Background: an optimization exercise with open tools, aiming at small area, a short achievable clock period and few clock cycles per item. Do not read the settings as production practice. Function was not checked in any run shown here: the RTL went through the layout flow alone. Power is estimated from default activity; no workload was simulated.

==> flow/design.v (outline; a module is shown in full before it is edited, if it fits) <==
// module mul_fa: 11 lines
// module mul_ha: 10 lines
// module dadda_mul: 1832 lines
module dadda_mul
(
    input  logic        clk,
    input  logic        rst_n,
    input  logic        in_valid,
    input  logic        mode,
    input  logic [15:0] a,
    input  logic [15:0] b,
    output logic        out_valid,
    output logic [15:0] hi,
    output logic [15:0] lo
);
  // ...
==> flow/run.sh <==
#!/bin/bash
# synth_recipe.tcl (not shown) runs the flow's synth.tcl, then flattens the netlist and writes it again
# the make line also repeats each setting of config.mk as NAME=value (left out here)
make -C /OpenROAD-flow-scripts/flow DESIGN_CONFIG=/design/flow/config.mk WORK_HOME=/design/flow/orfs CLKGATE_MAP_FILE= SYNTH_SCRIPT=/design/flow/synth_recipe.tcl finish
==> flow/config.mk <==
export PLATFORM = sky130hd
export DESIGN_NAME = dadda_mul
export DESIGN_NICKNAME = dadda_mul
export VERILOG_FILES = /design/flow/design.v
export SDC_FILE = /design/flow/constraint.sdc
export NUM_CORES = 4
export LEC_CHECK = 0
export ABC_AREA = 1
export CAP_MARGIN = 20
export CORE_MARGIN = 2
export CORE_UTILIZATION = 40
export CTS_CLUSTER_DIAMETER = 150
export CTS_CLUSTER_SIZE = 30
export SETUP_SLACK_MARGIN = 2.1
export SLEW_MARGIN = 20
export SYNTH_HIERARCHICAL = 1
export SYNTH_MINIMUM_KEEP_SIZE = 0
==> flow/constraint.sdc <==
create_clock -name core_clock -period 4.0 [get_ports {clk}]
set_input_delay 0.8000 -clock core_clock [delete_from_list [all_inputs] [get_ports {clk}]]
set_output_delay 0.8000 -clock core_clock [all_outputs]
set_load 0.01 [all_outputs]
==> results by group, run 1 <==
Layout
  – #MultiIn Comb: 719
  – Fraction of area in multi-input gates: 47.2%
  – Most common cell after layout, fill and taps aside: dfxtp_1
  – NumNets Final: 1,367
  – Seq Cell Count: 261

Critical path
  – Critical path capture point type: flip-flop
  – Setup crit end: s452_q3
  – CP max FO: 1
  – CP arrival: 2.33 ns

Power and ir drop
  – Cell Int Power: 6.11 mW
  – Max rail drop VDD: 0.000313 V

Worst hold path
  – Worst hold stages: 0

Floorplan
  – Die Y: 179 microns

STA
  – Max Slew Vio Count: 0
  – Rel. slew slack: 61.9%

Yosys
  – Syn Std Cell Area: 12,200 sq um
  – Synthesized area per cell: 10.6 sq um
  – Largest family of logic cells by synthesized area: adder cells
  – Post-synth top cells: dfxtp_1 (257), xor2_1 (146), o22ai_1 (128)

GRT
  – GRT busiest layer: met2
  – Initial antenna violation count: 0
  – Met3 Track Usage GR: 2.64%

Place
  – Dpl ws: 1.85 ns

Run status
  – Outcome: finished clean

Route
  – Met3 WL: 1470 microns
==> run 2: changes to the inputs <==
--- a/flow/design.v
+++ b/flow/design.v
@@ -393,18 +393,16 @@
     logic c311;
     logic s312;
     logic c313;
     logic s202_q2;
     logic b_5_q2;
     logic c201_q2;
     logic s314;
     logic c315;
-    logic s204_q2;
-    logic c203_q2;
     logic s316;
     logic c317;
     logic s206_q2;
     logic s208_q2;
     logic c205_q2;
     logic s318;
     logic c319;
     logic s210_q2;
@@ -441,96 +439,72 @@
     logic c333;
     logic s334;
     logic c335;
     logic s234_q2;
     logic s236_q2;
     logic pp144_q2;
     logic s336;
     logic c337;
-    logic c229_q2;
-    logic c231_q2;
-    logic c233_q2;
     logic s338;
     logic c339;
     logic s238_q2;
     logic s240_q2;
     logic s242_q2;
     logic s340;
     logic c341;
     logic s342;
     logic c343;
     logic s244_q2;
     logic s246_q2;
     logic s248_q2;
     logic s344;
     logic c345;
-    logic c239_q2;
-    logic c241_q2;
-    logic c243_q2;
     logic s346;
     logic c347;
     logic s250_q2;
     logic s252_q2;
     logic s254_q2;
     logic s348;
     logic c349;
-    logic c245_q2;
-    logic c247_q2;
-    logic c249_q2;
     logic s350;
     logic c351;
     logic s256_q2;
     logic s258_q2;
     logic s260_q2;
     logic s352;
     logic c353;
-    logic c251_q2;
-    logic c253_q2;
-    logic c255_q2;
     logic s354;
     logic c355;
     logic s262_q2;
     logic s264_q2;
     logic s266_q2;
     logic s356;
     logic c357;
-    logic c257_q2;
-    logic c259_q2;
-    logic c261_q2;
     logic s358;
     logic c359;
     logic s268_q2;
     logic s270_q2;
     logic s272_q2;
     logic s360;
     logic c361;
-    logic c263_q2;
-    logic c265_q2;
-    logic c267_q2;
     logic s362;
     logic c363;
     logic s274_q2;
     logic s276_q2;
     logic s278_q2;
     logic s364;
     logic c365;
-    logic c269_q2;
-    logic c271_q2;
-    logic c273_q2;
     logic s366;
     logic c367;
     logic s280_q2;
     logic s282_q2;
     logic pp187_q2;
     logic s368;
     logic c369;
-    logic c275_q2;
-    logic c277_q2;
-    logic c279_q2;
     logic s370;
     logic c371;
     logic s284_q2;
     logic s286_q2;
     logic pp188_q2;
     logic s372;
     logic c373;
     logic s374;
@@ -545,33 +519,25 @@
     logic c289_q2;
     logic s378;
     logic c379;
     logic s296_q2;
     logic s298_q2;
     logic c293_q2;
     logic s380;
     logic c381;
-    logic s300_q2;
-    logic s302_q2;
-    logic c297_q2;
     logic s382;
     logic c383;
     logic s304_q2;
     logic pp193_q2;
     logic c301_q2;
     logic s384;
     logic c385;
-    logic s306_q2;
-    logic pp194_q2;
-    logic c305_q2;
     logic s386;
     logic c387;
-    logic s308_q2;
-    logic c307_q2;
     logic s388;
     logic c389;
     logic s390;
     logic c391;
     logic s392;
     logic c393;
     logic c209_q2;
     logic s394;
@@ -585,89 +551,111 @@
     logic s400;
     logic c401;
     logic c223_q2;
     logic s402;
     logic c403;
     logic s334_q2;
     logic s404;
     logic c405;
+    logic s338_q2;
     logic s406;
     logic c407;
     logic s342_q2;
     logic s408;
     logic c409;
+    logic s346_q2;
     logic s410;
     logic c411;
+    logic s350_q2;
     logic s412;
     logic c413;
+    logic s354_q2;
     logic s414;
     logic c415;
+    logic s358_q2;
     logic s416;
     logic c417;
+    logic s362_q2;
     logic s418;
     logic c419;
+    logic s366_q2;
     logic s420;
     logic c421;
+    logic s370_q2;
     logic s422;
     logic c423;
     logic s374_q2;
     logic s424;
     logic c425;
     logic c287_q2;
     logic s426;
     logic c427;
     logic c291_q2;
     logic s428;
     logic c429;
     logic c295_q2;
     logic s430;
     logic c431;
+    logic s382_q2;
     logic c299_q2;
     logic s432;
     logic c433;
     logic c303_q2;
+    logic c383_q2;
     logic s434;
     logic c435;
+    logic s386_q2;
     logic s436;
     logic c437;
+    logic s388_q2;
+    logic c387_q2;
     logic s438;
     logic c439;
     logic s390_q2;
+    logic c389_q2;
     logic s440;
     logic c441;
     logic s392_q2;
     logic c391_q2;
     logic s442;
     logic c443;
     logic c329_q2;
     logic s444;
     logic c445;
     logic s446;
     logic c447;
     logic c335_q2;
     logic s448;
     logic c449;
+    logic c339_q2;
     logic s450;
     logic c451;
     logic c343_q2;
     logic s452;
     logic c453;
+    logic c347_q2;
     logic s454;
     logic c455;
+    logic c351_q2;
     logic s456;
     logic c457;
+    logic c355_q2;
     logic s458;
     logic c459;
+    logic c359_q2;
     logic s460;
     logic c461;
+    logic c363_q2;
     logic s462;
     logic c463;
+    logic c367_q2;
     logic s464;
     logic c465;
+    logic c371_q2;
     logic s466;
     logic c467;
     logic c375_q2;
     logic s468;
     logic c469;
     logic s470;
     logic c471;
     logic s472;
@@ -683,18 +671,20 @@
     logic s482;
     logic c483;
     logic s484;
     logic c485;
     logic p486;
     logic g487;
     logic p488;
     logic g489;
+    logic s316_q2;
     logic p490;
     logic g491;
+    logic c317_q2;
     logic p492;
     logic g493;
     logic p494;
     logic g495;
     logic p496;
     logic g497;
     logic p498;
     logic g499;
@@ -749,18 +739,16 @@
     logic s470_q3;
     logic c469_q3;
     logic p524;
     logic g525;
     logic s472_q3;
     logic c471_q3;
     logic p526;
     logic g527;
-    logic s474_q3;
-    logic c473_q3;
     logic p528;
     logic g529;
     logic s476_q3;
     logic c475_q3;
     logic p530;
     logic g531;
     logic p532;
     logic g533;
@@ -809,17 +797,19 @@
     logic G556;
     logic P557;
     logic G558;
     logic P559;
     logic G560;
     logic P561;
     logic G562;
     logic P563;
+    logic g529_q3;
     logic G564;
+    logic p528_q3;
     logic P565;
     logic g535_q3;
     logic p534_q3;
     logic g533_q3;
     logic G566;
     logic p532_q3;
     logic P567;
     logic G568;
@@ -1250,109 +1240,109 @@
     mul_fa u_s304 (.a(pp140), .b(pp158), .ci(pp176), .s(s304), .co(c305));
     assign s306 = ~(pp159 ^ pp177);
     assign c307 = pp159 | pp177;
     mul_fa u_s308 (.a(pp160), .b(pp178), .ci(pp195), .s(s308), .co(c309));
     assign s310 = ~(pp179 ^ pp196);
     assign c311 = pp179 | pp196;
     mul_ha u_s312 (.a(pp180), .b(pp197), .s(s312), .co(c313));
     mul_fa u_s314 (.a(s202_q2), .b(b_5_q2), .ci(c201_q2), .s(s314), .co(c315));
-    mul_ha u_s316 (.a(s204_q2), .b(c203_q2), .s(s316), .co(c317));
+    mul_ha u_s316 (.a(s204), .b(c203), .s(s316), .co(c317));
     mul_fa u_s318 (.a(s206_q2), .b(s208_q2), .ci(c205_q2), .s(s318), .co(c319));
     mul_fa u_s320 (.a(s210_q2), .b(pp84_q2), .ci(c207_q2), .s(s320), .co(c321));
     mul_fa u_s322 (.a(s212_q2), .b(s214_q2), .ci(c211_q2), .s(s322), .co(c323));
     mul_fa u_s324 (.a(s216_q2), .b(s218_q2), .ci(c213_q2), .s(s324), .co(c325));
     mul_fa u_s326 (.a(s220_q2), .b(s222_q2), .ci(b_11_q2), .s(s326), .co(c327));
     mul_ha u_s328 (.a(c217), .b(c219), .s(s328), .co(c329));
     mul_fa u_s330 (.a(s224_q2), .b(s226_q2), .ci(c221_q2), .s(s330), .co(c331));
     mul_fa u_s332 (.a(s228_q2), .b(s230_q2), .ci(s232_q2), .s(s332), .co(c333));
     mul_ha u_s334 (.a(c225), .b(c227), .s(s334), .co(c335));
     mul_fa u_s336 (.a(s234_q2), .b(s236_q2), .ci(pp144_q2), .s(s336), .co(c337));
-    mul_fa u_s338 (.a(c229_q2), .b(c231_q2), .ci(c233_q2), .s(s338), .co(c339));
+    mul_fa u_s338 (.a(c229), .b(c231), .ci(c233), .s(s338), .co(c339));
     mul_fa u_s340 (.a(s238_q2), .b(s240_q2), .ci(s242_q2), .s(s340), .co(c341));
     mul_ha u_s342 (.a(c235), .b(c237), .s(s342), .co(c343));
     mul_fa u_s344 (.a(s244_q2), .b(s246_q2), .ci(s248_q2), .s(s344), .co(c345));
-    mul_fa u_s346 (.a(c239_q2), .b(c241_q2), .ci(c243_q2), .s(s346), .co(c347));
+    mul_fa u_s346 (.a(c239), .b(c241), .ci(c243), .s(s346), .co(c347));
     mul_fa u_s348 (.a(s250_q2), .b(s252_q2), .ci(s254_q2), .s(s348), .co(c349));
-    mul_fa u_s350 (.a(c245_q2), .b(c247_q2), .ci(c249_q2), .s(s350), .co(c351));
+    mul_fa u_s350 (.a(c245), .b(c247), .ci(c249), .s(s350), .co(c351));
     mul_fa u_s352 (.a(s256_q2), .b(s258_q2), .ci(s260_q2), .s(s352), .co(c353));
-    mul_fa u_s354 (.a(c251_q2), .b(c253_q2), .ci(c255_q2), .s(s354), .co(c355));
+    mul_fa u_s354 (.a(c251), .b(c253), .ci(c255), .s(s354), .co(c355));
     mul_fa u_s356 (.a(s262_q2), .b(s264_q2), .ci(s266_q2), .s(s356), .co(c357));
-    mul_fa u_s358 (.a(c257_q2), .b(c259_q2), .ci(c261_q2), .s(s358), .co(c359));
+    mul_fa u_s358 (.a(c257), .b(c259), .ci(c261), .s(s358), .co(c359));
     mul_fa u_s360 (.a(s268_q2), .b(s270_q2), .ci(s272_q2), .s(s360), .co(c361));
-    mul_fa u_s362 (.a(c263_q2), .b(c265_q2), .ci(c267_q2), .s(s362), .co(c363));
+    mul_fa u_s362 (.a(c263), .b(c265), .ci(c267), .s(s362), .co(c363));
     mul_fa u_s364 (.a(s274_q2), .b(s276_q2), .ci(s278_q2), .s(s364), .co(c365));
-    mul_fa u_s366 (.a(c269_q2), .b(c271_q2), .ci(c273_q2), .s(s366), .co(c367));
+    mul_fa u_s366 (.a(c269), .b(c271), .ci(c273), .s(s366), .co(c367));
     mul_fa u_s368 (.a(s280_q2), .b(s282_q2), .ci(pp187_q2), .s(s368), .co(c369));
-    mul_fa u_s370 (.a(c275_q2), .b(c277_q2), .ci(c279_q2), .s(s370), .co(c371));
+    mul_fa u_s370 (.a(c275), .b(c277), .ci(c279), .s(s370), .co(c371));
     mul_fa u_s372 (.a(s284_q2), .b(s286_q2), .ci(pp188_q2), .s(s372), .co(c373));
     mul_ha u_s374 (.a(c281), .b(c283), .s(s374), .co(c375));
     mul_fa u_s376 (.a(s288_q2), .b(s290_q2), .ci(c285_q2), .s(s376), .co(c377));
     mul_fa u_s378 (.a(s292_q2), .b(s294_q2), .ci(c289_q2), .s(s378), .co(c379));
     mul_fa u_s380 (.a(s296_q2), .b(s298_q2), .ci(c293_q2), .s(s380), .co(c381));
-    mul_fa u_s382 (.a(s300_q2), .b(s302_q2), .ci(c297_q2), .s(s382), .co(c383));
+    mul_fa u_s382 (.a(s300), .b(s302), .ci(c297), .s(s382), .co(c383));
     mul_fa u_s384 (.a(s304_q2), .b(pp193_q2), .ci(c301_q2), .s(s384), .co(c385));
-    mul_fa u_s386 (.a(s306_q2), .b(pp194_q2), .ci(c305_q2), .s(s386), .co(c387));
-    mul_ha u_s388 (.a(s308_q2), .b(c307_q2), .s(s388), .co(c389));
+    mul_fa u_s386 (.a(s306), .b(pp194), .ci(c305), .s(s386), .co(c387));
+    mul_ha u_s388 (.a(s308), .b(c307), .s(s388), .co(c389));
     mul_ha u_s390 (.a(s310), .b(c309), .s(s390), .co(c391));
     mul_ha u_s392 (.a(s312), .b(c311), .s(s392), .co(c393));
     mul_fa u_s394 (.a(s320), .b(c209_q2), .ci(c319), .s(s394), .co(c395));
     mul_ha u_s396 (.a(s322), .b(c321), .s(s396), .co(c397));
     mul_fa u_s398 (.a(s324), .b(c215_q2), .ci(c323), .s(s398), .co(c399));
     mul_fa u_s400 (.a(s326), .b(s328_q2), .ci(c325), .s(s400), .co(c401));
     mul_fa u_s402 (.a(s330), .b(c223_q2), .ci(c327), .s(s402), .co(c403));
     mul_fa u_s404 (.a(s332), .b(s334_q2), .ci(c331), .s(s404), .co(c405));
-    mul_fa u_s406 (.a(s336), .b(s338), .ci(c333), .s(s406), .co(c407));
+    mul_fa u_s406 (.a(s336), .b(s338_q2), .ci(c333), .s(s406), .co(c407));
     mul_fa u_s408 (.a(s340), .b(s342_q2), .ci(c337), .s(s408), .co(c409));
-    mul_fa u_s410 (.a(s344), .b(s346), .ci(c341), .s(s410), .co(c411));
-    mul_fa u_s412 (.a(s348), .b(s350), .ci(c345), .s(s412), .co(c413));
-    mul_fa u_s414 (.a(s352), .b(s354), .ci(c349), .s(s414), .co(c415));
-    mul_fa u_s416 (.a(s356), .b(s358), .ci(c353), .s(s416), .co(c417));
-    mul_fa u_s418 (.a(s360), .b(s362), .ci(c357), .s(s418), .co(c419));
-    mul_fa u_s420 (.a(s364), .b(s366), .ci(c361), .s(s420), .co(c421));
-    mul_fa u_s422 (.a(s368), .b(s370), .ci(c365), .s(s422), .co(c423));
+    mul_fa u_s410 (.a(s344), .b(s346_q2), .ci(c341), .s(s410), .co(c411));
+    mul_fa u_s412 (.a(s348), .b(s350_q2), .ci(c345), .s(s412), .co(c413));
+    mul_fa u_s414 (.a(s352), .b(s354_q2), .ci(c349), .s(s414), .co(c415));
+    mul_fa u_s416 (.a(s356), .b(s358_q2), .ci(c353), .s(s416), .co(c417));
+    mul_fa u_s418 (.a(s360), .b(s362_q2), .ci(c357), .s(s418), .co(c419));
+    mul_fa u_s420 (.a(s364), .b(s366_q2), .ci(c361), .s(s420), .co(c421));
+    mul_fa u_s422 (.a(s368), .b(s370_q2), .ci(c365), .s(s422), .co(c423));
     mul_fa u_s424 (.a(s372), .b(s374_q2), .ci(c369), .s(s424), .co(c425));
     mul_fa u_s426 (.a(s376), .b(c287_q2), .ci(c373), .s(s426), .co(c427));
     mul_fa u_s428 (.a(s378), .b(c291_q2), .ci(c377), .s(s428), .co(c429));
     mul_fa u_s430 (.a(s380), .b(c295_q2), .ci(c379), .s(s430), .co(c431));
-    mul_fa u_s432 (.a(s382), .b(c299_q2), .ci(c381), .s(s432), .co(c433));
-    mul_fa u_s434 (.a(s384), .b(c303_q2), .ci(c383), .s(s434), .co(c435));
-    mul_ha u_s436 (.a(s386), .b(c385), .s(s436), .co(c437));
-    mul_ha u_s438 (.a(s388), .b(c387), .s(s438), .co(c439));
-    mul_ha u_s440 (.a(s390_q2), .b(c389), .s(s440), .co(c441));
+    mul_fa u_s432 (.a(s382_q2), .b(c299_q2), .ci(c381), .s(s432), .co(c433));
+    mul_fa u_s434 (.a(s384), .b(c303_q2), .ci(c383_q2), .s(s434), .co(c435));
+    mul_ha u_s436 (.a(s386_q2), .b(c385), .s(s436), .co(c437));
+    mul_ha u_s438 (.a(s388_q2), .b(c387_q2), .s(s438), .co(c439));
+    mul_ha u_s440 (.a(s390_q2), .b(c389_q2), .s(s440), .co(c441));
     mul_ha u_s442 (.a(s392_q2), .b(c391_q2), .s(s442), .co(c443));
     mul_fa u_s444 (.a(s402), .b(c329_q2), .ci(c401), .s(s444), .co(c445));
     mul_ha u_s446 (.a(s404), .b(c403), .s(s446), .co(c447));
     mul_fa u_s448 (.a(s406), .b(c335_q2), .ci(c405), .s(s448), .co(c449));
-    mul_fa u_s450 (.a(s408), .b(c339), .ci(c407), .s(s450), .co(c451));
+    mul_fa u_s450 (.a(s408), .b(c339_q2), .ci(c407), .s(s450), .co(c451));
     mul_fa u_s452 (.a(s410), .b(c343_q2), .ci(c409), .s(s452), .co(c453));
-    mul_fa u_s454 (.a(s412), .b(c347), .ci(c411), .s(s454), .co(c455));
-    mul_fa u_s456 (.a(s414), .b(c351), .ci(c413), .s(s456), .co(c457));
-    mul_fa u_s458 (.a(s416), .b(c355), .ci(c415), .s(s458), .co(c459));
-    mul_fa u_s460 (.a(s418), .b(c359), .ci(c417), .s(s460), .co(c461));
-    mul_fa u_s462 (.a(s420), .b(c363), .ci(c419), .s(s462), .co(c463));
-    mul_fa u_s464 (.a(s422), .b(c367), .ci(c421), .s(s464), .co(c465));
-    mul_fa u_s466 (.a(s424), .b(c371), .ci(c423), .s(s466), .co(c467));
+    mul_fa u_s454 (.a(s412), .b(c347_q2), .ci(c411), .s(s454), .co(c455));
+    mul_fa u_s456 (.a(s414), .b(c351_q2), .ci(c413), .s(s456), .co(c457));
+    mul_fa u_s458 (.a(s416), .b(c355_q2), .ci(c415), .s(s458), .co(c459));
+    mul_fa u_s460 (.a(s418), .b(c359_q2), .ci(c417), .s(s460), .co(c461));
+    mul_fa u_s462 (.a(s420), .b(c363_q2), .ci(c419), .s(s462), .co(c463));
+    mul_fa u_s464 (.a(s422), .b(c367_q2), .ci(c421), .s(s464), .co(c465));
+    mul_fa u_s466 (.a(s424), .b(c371_q2), .ci(c423), .s(s466), .co(c467));
     mul_fa u_s468 (.a(s426), .b(c375_q2), .ci(c425), .s(s468), .co(c469));
     mul_ha u_s470 (.a(s428), .b(c427), .s(s470), .co(c471));
     mul_ha u_s472 (.a(s430), .b(c429), .s(s472), .co(c473));
     mul_ha u_s474 (.a(s432), .b(c431), .s(s474), .co(c475));
     mul_ha u_s476 (.a(s434), .b(c433), .s(s476), .co(c477));
     mul_ha u_s478 (.a(s436), .b(c435), .s(s478), .co(c479));
     mul_ha u_s480 (.a(s438), .b(c437), .s(s480), .co(c481));
     mul_ha u_s482 (.a(s440), .b(c439), .s(s482), .co(c483));
     mul_ha u_s484 (.a(s442), .b(c441), .s(s484), .co(c485));
     assign p486 = pp22 ^ b_1_q1;
     assign g487 = pp22 & b_1_q1;
     assign p488 = s200 ^ c199;
     assign g489 = s200 & c199;
-    assign p490 = s316 ^ c315;
-    assign g491 = s316 & c315;
-    assign p492 = s318 ^ c317;
-    assign g493 = s318 & c317;
+    assign p490 = s316_q2 ^ c315;
+    assign g491 = s316_q2 & c315;
+    assign p492 = s318 ^ c317_q2;
+    assign g493 = s318 & c317_q2;
     assign p494 = s396 ^ c395;
     assign g495 = s396 & c395;
     assign p496 = s398 ^ c397;
     assign g497 = s398 & c397;
     assign p498 = s400 ^ c399;
     assign g499 = s400 & c399;
     assign p500 = s446_q3 ^ c445_q3;
     assign g501 = s446_q3 & c445_q3;
@@ -1377,18 +1367,18 @@
     assign p520 = s466_q3 ^ c465_q3;
     assign g521 = s466_q3 & c465_q3;
     assign p522 = s468_q3 ^ c467_q3;
     assign g523 = s468_q3 & c467_q3;
     assign p524 = s470_q3 ^ c469_q3;
     assign g525 = s470_q3 & c469_q3;
     assign p526 = s472_q3 ^ c471_q3;
     assign g527 = s472_q3 & c471_q3;
-    assign p528 = s474_q3 ^ c473_q3;
-    assign g529 = s474_q3 & c473_q3;
+    assign p528 = s474 ^ c473;
+    assign g529 = s474 & c473;
     assign p530 = s476_q3 ^ c475_q3;
     assign g531 = s476_q3 & c475_q3;
     assign p532 = s478 ^ c477;
     assign g533 = s478 & c477;
     assign p534 = s480 ^ c479;
     assign g535 = s480 & c479;
     assign p536 = s482 ^ c481;
     assign g537 = s482 & c481;
@@ -1413,18 +1403,18 @@
     assign G556 = g515 | (p514 & g513);
     assign P557 = p514 & p512;
     assign G558 = g519 | (p518 & g517);
     assign P559 = p518 & p516;
     assign G560 = g523 | (p522 & g521);
     assign P561 = p522 & p520;
     assign G562 = g527 | (p526 & g525);
     assign P563 = p526 & p524;
-    assign G564 = g531 | (p530 & g529);
-    assign P565 = p530 & p528;
+    assign G564 = g531 | (p530 & g529_q3);
+    assign P565 = p530 & p528_q3;
     assign G566 = g535_q3 | (p534_q3 & g533_q3);
     assign P567 = p534_q3 & p532_q3;
     assign G568 = g539 | (p538 & g537);
     assign P569 = p538_q3 & p536_q3;
     assign G570 = s198_q3 & G540;
     assign P571 = s198_q3 & P541;
     assign G572 = g489_q3 | (P542 & G540);
     assign P573 = P542 & P541;
@@ -1443,18 +1433,18 @@
     assign G586 = g513 | (p512 & G554);
     assign P587 = p512 & P555;
     assign G588 = G556 | (P557 & G554);
     assign P589 = P557 & P555;
     assign G590 = g521 | (p520 & G558);
     assign P591 = p520 & P559;
     assign G592 = G560 | (P561 & G558);
     assign P593 = P561 & P559;
-    assign G594 = g529 | (p528 & G562);
-    assign P595 = p528 & P563;
+    assign G594 = g529_q3 | (p528_q3 & G562);
+    assign P595 = p528_q3 & P563;
     assign G596 = G564 | (P565 & G562);
     assign P597 = P565 & P563;
     assign G598 = g537_q3 | (p536_q3 & G566);
     assign P599 = p536_q3 & P567;
     assign G600 = G568_q3 | (P569 & G566);
     assign P601 = P569 & P567;
     assign G602 = s314_q3 & G572;
     assign P603 = s314_q3 & P573;
@@ -1573,17 +1563,17 @@
     assign sum716 = p512 ^ G668;
     assign sum717 = p514 ^ G670;
     assign sum718 = p516 ^ G672;
     assign sum719 = p518 ^ G674;
     assign sum720 = p520 ^ G676;
     assign sum721 = p522 ^ G678;
     assign sum722 = p524 ^ G680;
     assign sum723 = p526 ^ G682;
-    assign sum724 = p528 ^ G684;
+    assign sum724 = p528_q3 ^ G684;
     assign sum725 = p530 ^ G686;
     assign sum726 = p532_q3 ^ G688;
     assign sum727 = p534_q3 ^ G690;
     assign sum728 = p536_q3 ^ G692;
     assign sum729 = p538_q3 ^ G694;
     always_ff @(posedge clk or negedge rst_n)
     begin
         if (!rst_n)
@@ -1633,18 +1623,16 @@
         twon142_q1 <= twon142;
         onen161_q1 <= onen161;
         b_15_q1 <= b[15];
         twon162_q1 <= twon162;
         d8181_q1 <= d8181;
         s202_q2 <= s202;
         b_5_q2 <= b_5_q1;
         c201_q2 <= c201;
-        s204_q2 <= s204;
-        c203_q2 <= c203;
         s206_q2 <= s206;
         s208_q2 <= s208;
         c205_q2 <= c205;
         s210_q2 <= s210;
         pp84_q2 <= pp84;
         c207_q2 <= c207;
         s212_q2 <= s212;
         s214_q2 <= s214;
@@ -1659,106 +1647,98 @@
         s226_q2 <= s226;
         c221_q2 <= c221;
         s228_q2 <= s228;
         s230_q2 <= s230;
         s232_q2 <= s232;
         s234_q2 <= s234;
         s236_q2 <= s236;
         pp144_q2 <= pp144;
-        c229_q2 <= c229;
-        c231_q2 <= c231;
-        c233_q2 <= c233;
         s238_q2 <= s238;
         s240_q2 <= s240;
         s242_q2 <= s242;
         s244_q2 <= s244;
         s246_q2 <= s246;
         s248_q2 <= s248;
-        c239_q2 <= c239;
-        c241_q2 <= c241;
-        c243_q2 <= c243;
         s250_q2 <= s250;
         s252_q2 <= s252;
         s254_q2 <= s254;
-        c245_q2 <= c245;
-        c247_q2 <= c247;
-        c249_q2 <= c249;
         s256_q2 <= s256;
         s258_q2 <= s258;
         s260_q2 <= s260;
-        c251_q2 <= c251;
-        c253_q2 <= c253;
-        c255_q2 <= c255;
         s262_q2 <= s262;
         s264_q2 <= s264;
         s266_q2 <= s266;
-        c257_q2 <= c257;
-        c259_q2 <= c259;
-        c261_q2 <= c261;
         s268_q2 <= s268;
         s270_q2 <= s270;
         s272_q2 <= s272;
-        c263_q2 <= c263;
-        c265_q2 <= c265;
-        c267_q2 <= c267;
         s274_q2 <= s274;
         s276_q2 <= s276;
         s278_q2 <= s278;
-        c269_q2 <= c269;
-        c271_q2 <= c271;
-        c273_q2 <= c273;
         s280_q2 <= s280;
         s282_q2 <= s282;
         pp187_q2 <= pp187;
-        c275_q2 <= c275;
-        c277_q2 <= c277;
-        c279_q2 <= c279;
         s284_q2 <= s284;
         s286_q2 <= s286;
         pp188_q2 <= pp188;
         s288_q2 <= s288;
         s290_q2 <= s290;
         c285_q2 <= c285;
         s292_q2 <= s292;
         s294_q2 <= s294;
         c289_q2 <= c289;
         s296_q2 <= s296;
         s298_q2 <= s298;
         c293_q2 <= c293;
-        s300_q2 <= s300;
-        s302_q2 <= s302;
-        c297_q2 <= c297;
         s304_q2 <= s304;
         pp193_q2 <= pp193;
         c301_q2 <= c301;
-        s306_q2 <= s306;
-        pp194_q2 <= pp194;
-        c305_q2 <= c305;
-        s308_q2 <= s308;
-        c307_q2 <= c307;
         c209_q2 <= c209;
         c215_q2 <= c215;
         s328_q2 <= s328;
         c223_q2 <= c223;
         s334_q2 <= s334;
+        s338_q2 <= s338;
         s342_q2 <= s342;
+        s346_q2 <= s346;
+        s350_q2 <= s350;
+        s354_q2 <= s354;
+        s358_q2 <= s358;
+        s362_q2 <= s362;
+        s366_q2 <= s366;
+        s370_q2 <= s370;
         s374_q2 <= s374;
         c287_q2 <= c287;
         c291_q2 <= c291;
         c295_q2 <= c295;
+        s382_q2 <= s382;
         c299_q2 <= c299;
         c303_q2 <= c303;
+        c383_q2 <= c383;
+        s386_q2 <= s386;
+        s388_q2 <= s388;
+        c387_q2 <= c387;
         s390_q2 <= s390;
+        c389_q2 <= c389;
         s392_q2 <= s392;
         c391_q2 <= c391;
         c329_q2 <= c329;
         c335_q2 <= c335;
+        c339_q2 <= c339;
         c343_q2 <= c343;
+        c347_q2 <= c347;
+        c351_q2 <= c351;
+        c355_q2 <= c355;
+        c359_q2 <= c359;
+        c363_q2 <= c363;
+        c367_q2 <= c367;
+        c371_q2 <= c371;
         c375_q2 <= c375;
+        s316_q2 <= s316;
+        c317_q2 <= c317;
         s446_q3 <= s446;
         c445_q3 <= c445;
         s448_q3 <= s448;
         c447_q3 <= c447;
         s450_q3 <= s450;
         c449_q3 <= c449;
         s452_q3 <= s452;
         c451_q3 <= c451;
@@ -1777,18 +1757,16 @@
         s466_q3 <= s466;
         c465_q3 <= c465;
         s468_q3 <= s468;
         c467_q3 <= c467;
         s470_q3 <= s470;
         c469_q3 <= c469;
         s472_q3 <= s472;
         c471_q3 <= c471;
-        s474_q3 <= s474;
-        c473_q3 <= c473;
         s476_q3 <= s476;
         c475_q3 <= c475;
         pp23_q2 <= pp23;
         pp23_q3 <= pp23_q2;
         g487_q2 <= g487;
         g487_q3 <= g487_q2;
         p486_q2 <= p486;
         p486_q3 <= p486_q2;
@@ -1801,16 +1779,18 @@
         s394_q3 <= s394;
         g493_q3 <= g493;
         p492_q3 <= p492;
         p496_q3 <= p496;
         p494_q3 <= p494;
         s444_q3 <= s444;
         g499_q3 <= g499;
         p498_q3 <= p498;
+        g529_q3 <= g529;
+        p528_q3 <= p528;
         g535_q3 <= g535;
         p534_q3 <= p534;
         g533_q3 <= g533;
         p532_q3 <= p532;
         p538_q3 <= p538;
         p536_q3 <= p536;
         g489_q2 <= g489;
         g489_q3 <= g489_q2;
==> results by group, run 2 <==
Yosys
  – Mux contribution to synthesized area: 0% (unchanged)
  – Largest family of logic cells by synthesized area: adder cells (unchanged)
  – Yosys top cell area share: 41.2% (was 42.2%)
  – Netlist cell types: 24 (unchanged)
  – Top post-synthesis cells by area: dfxtp_1 (41%), fa_1 (18%), xor2_1 (11%) (was dfxtp_1 (42%), fa_1 (18%), xor2_1 (10%))
  – Synth Area in Simple Gates: 7.28% (was 7.16%)
  – Adder-Cell Fraction of Synth Area: 25.0% (was 24.6%)
  – Post-synth ARST share: 1.59% (was 1.53%)
  – Syn_nets: 1,352 (was 1,362)
  – Synthesized area per cell: 10.5 sq um (was 10.6 sq um)
  – Synthesis Warnings: 7 (unchanged)
  – Post-synth EDFFs: 0 (unchanged)
  – Top_reg_cell synth: dfxtp_1 (unchanged)
  – Largest area contributor in the netlist: dfxtp_1 (unchanged)
  – Seq/Total Area, Yosys: 42.1% (was 43.0%)
  – Complex-gate fraction of the synthesized area: 8.42% (was 8.28%)
  – Synth Area in XOR/XNOR: 11.6% (was 11.4%)
  – Syn Inst Count: 1,141 (was 1,151)
  – Most numerous cell in the Yosys netlist: dfxtp_1 (unchanged)
  – Syn Std Cell Area: 12,000 sq um (was 12,200 sq um)
  – Post-synth top cells: dfxtp_1 (247), xor2_1 (146), o22ai_1 (128) (was dfxtp_1 (257), xor2_1 (146), o22ai_1 (128))
  – #FFs+latches synth: 251 (was 261)

GRT
  – Vias in the first global route: 7,840 (was 7,674)
  – Largest net degree at the start of global routing: 32 (unchanged)
  – Initial antenna violation count: 0 (unchanged)
  – First-pass GRT wire length: 40,400 microns (was 40,200 microns)
  – All-Layer GR Usage: 16.2% (was 16.0%)
  – Gr ovfl total: 0 (unchanged)

Route
  – Post-Route WL: 25,800 microns (was 24,400 microns)
  – Via density per instance: 4.95 (was 4.92)
  – Pre-antenna DRT Iters: 5 (unchanged)
  – DR WL/cell: 16.2 microns (was 15.7 microns)
  – Post-route ant nets: 0 (unchanged)
  – DRC: 0 (unchanged)
  – DRT iter0 DRCs: 583 (was 710)
  – Vias: 7,871 (was 7,604)

Flow run
  – MaxCap Viol Count: 0 (unchanged)

Critical path
  – Flop-to-flop setup slack: 2.05 ns (about the same)
  – Number of cells on the worst reg-to-reg path: 3 (unchanged)
  – Critical Path RT: 4.37 ns (was 4.38 ns)
  – CP arrival: 2.32 ns (was 2.33 ns)
  – R2r startpoint: s224_q2 (was c243_q2)
  – Critical path capture point type: flip-flop (unchanged)
  – CP max FO: 1 (unchanged)
  – Critical path class: reg2reg (unchanged)
  – Startpoint types: flip-flop (unchanged)
  – Crit path launch: s224_q2 (was c243_q2)

Layout
  – Non-filler cells, final: 1,589 (was 1,547)
  – Fillers: 2,675 (was 2,793)
  – Top flop regs: prod: 32 flops, vld: 4 flops (unchanged)
  – Flip-flop count of the largest register after layout: 32 (unchanged)
  – Most common cell after layout, fill and taps aside: dfxtp_1 (unchanged)
  – NumNets Final: 1,408 (was 1,367)
  – Most frequent cells in the layout: dfxtp_1 (185), xor2_1 (145), o22ai_1 (123) (was dfxtp_1 (185), xor2_1 (146), o22ai_1 (128))
  – Antenna diodes: 0 (unchanged)
  – Largest Register: prod (unchanged)
  – Layout cell share with drive strength beyond 1: 17.2% (was 12.5%)
  – Area Overhead vs Synth: 17.3% (was 11.7%)

Clocking
  – Cts bufs inserted: 12 (unchanged)
  – CTS tree: yes (unchanged)
  – CTS sink count: 251 (was 261)
  – CTS root buf: clkbuf_16 (unchanged)
  – Clock insertion delay at the later pin of the skew report: 0.49 ns (was 0.50 ns)
  – H-tree Lvls: 1 (unchanged)
  – Clock buffer depth: 3 (unchanged)
  – CTS Hold Buffers Added: 0 (unchanged)
  – Clock-pin slew on the worst setup and hold paths: 0.12 ns (about the same)

STA
  – Slew of the pin with the lowest slew margin: 0.332 ns (was 0.571 ns)
  – Final Skew: 0.0243 ns (was 0.0275 ns)
  – RSZ-0062 raised after global routing: true (unchanged)
  – Final Critical Period: 1.95 ns (about the same)
  – Rel. slew slack: 77.9% (was 61.9%)
  – Final Hold Vio Count: 0 (unchanged)
  – # setup viols final: 0 (unchanged)
  – F_max: 514 MHz (was 513 MHz)
  – Setup TNS: 0 ns (unchanged)
  – Period utilization: 48.6% (was 48.7%)
  – Max Slew Vio Count: 0 (unchanged)

Place
  – HPWL Detailed: 17,600 microns (was 18,200 microns)
  – GP Congestion: 0.931 (was 0.854)
  – Placed Cells: 1,523 (was 1,531)
  – PortBufs: 68 (unchanged)

Power and ir drop
  – Power Density: 690 nW/um^2 (was 714 nW/um^2)
  – Overall power: 9.70 mW (was 9.72 mW)
  – Lkg Pwr: 6.18 nW (was 5.98 nW)
  – Max rail drop VDD: 0.000273 V (was 0.000313 V)

Floorplan
  – Ports: 69 (unchanged)
  – Initial Utilization: 40.6% (was 40.9%)
  – Std-Cell Rows: 63 (unchanged)
  – Core area: 29,600 sq um (was 29,800 sq um)
  – Die Y: 177 microns (was 179 microns)
  – Chip width: 177 microns (was 179 microns)
  – Die area: 31,400 sq um (was 31,900 sq um)

Worst hold path
  – Worst hold stages: 0 (unchanged)
  – HP Class: reg2reg (unchanged)
  – Min-delay src: pp23_q2 (was s198_q2)

Run status
  – Outcome: finished clean (unchanged)
## run 2: cell types whose count changed after synthesis, sizes merged
cell    delta
dfxtp     -10
buf        -2
clkbuf     +2
## run 2: metrics by stage
stage	util, %	area (sq um)	worst slack, ns	hold WS (ns)
final	47.6	14100	2.05	0.316
after global routing	47.6	14100	2.02	0.326
after CTS	45.9	13600	2.05	0.323
after detailed placement	43.6	12900	1.49	0.314
after global placement	43.6	12900	1.52	0.311
after floorplan	-	12200	2.05	0.310
## run 2: power by group
group          switching (mW)  internal, mW
clock network           0.778         0.604
registers               0.519          3.47
logic                    2.31          2.02
total                    3.61          6.10
## run 2: kinds of logic (layout without fill, tap and decap cells)
family / Yosys count / count (layout)
buf+inv: 171 / 229
fa+ha+maj: 175 / 175
flops: 251 / 251
xor+xnor: 159 / 159
simple gates: 217 / 217
compound gates: 168 / 168
## run 2: per-layer routing
| metal | track usage (%) | part of all wire, % |
|---|---|---|
| met1 | 22.4 | 44 |
| met2 | 26.7 | 47 |
| met3 | 2.19 | 7.3 |
| met4 | 4.34 | 1.9 |
| met5 | 0 | 0 |
## run 2: final cells by class
type / count / area (sq um) / share of cell area (%)
clock inverter: 2 / 25.0 / 0.178
tap: 390 / 488 / 3.47
multi-input combinational: 719 / 6530 / 46.4
clock buffer: 14 / 329 / 2.34
timing repair buffer: 126 / 1150 / 8.21
inverter: 87 / 330 / 2.35
sequential: 251 / 5220 / 37.1
## run 2: worst max-delay path: stages, from the launching register on
cell	delay, ns
dfxtp_2	0.34
fa_1	0.53
fa_1	0.55
fa_1	0.40
## run 2: path summary, 6_finish.rpt
kind | to
setup reg to reg | s444_q3
min in group asynchronous | vld[1]
hold reg to reg | pp23_q3
max in group asynchronous | vld[3]
hold / removal | pp23_q3
setup / recovery | s444_q3
## run 2: timing repair
item                       in CTS  in global routing
pin swaps                      41                 27
gates resized for setup       145                 77
buffers inserted               14                 36
setup endpoints to repair     109                 73
## run 2: Yosys stat by module (local to each module, per instance)
| module | flip-flops and latches | cells | area [sq um] | copies in the design |
|---|---|---|---|---|
| dadda_mul | 251 | 1003 | 9460 | 1 |
| mul_ha | 0 | 1 | 12.5 | 31 |
| mul_fa | 0 | 1 | 20.0 | 107 |

[separate check: timing with driven ports]
The flow's constraints put no driver on any port. The routed layouts listed below were extracted and timed again, unchanged, in two steps. Step 1 sets driving cells, clkbuf_16 on the clock port and buf_2 on the other inputs (assumed; they add their load-dependent delay and slew). Step 2 times the ports against the registers' clock, not the clock port: input delays grow and output delays shrink by t, the midpoint of the rising clock arrivals with the driver on. Slacks: ideal / step 1 / step 2; pairs: ideal / step 1.
run	t, ns	setup slack, ns	latest minus earliest clock arrival (ns)
run 1	0.534	2.051 / 2.051 / 2.051	0.029 / 0.029
run 2	0.524	2.054 / 2.054 / 2.054	0.025 / 0.025
After both steps setup and hold are still met in every run listed.
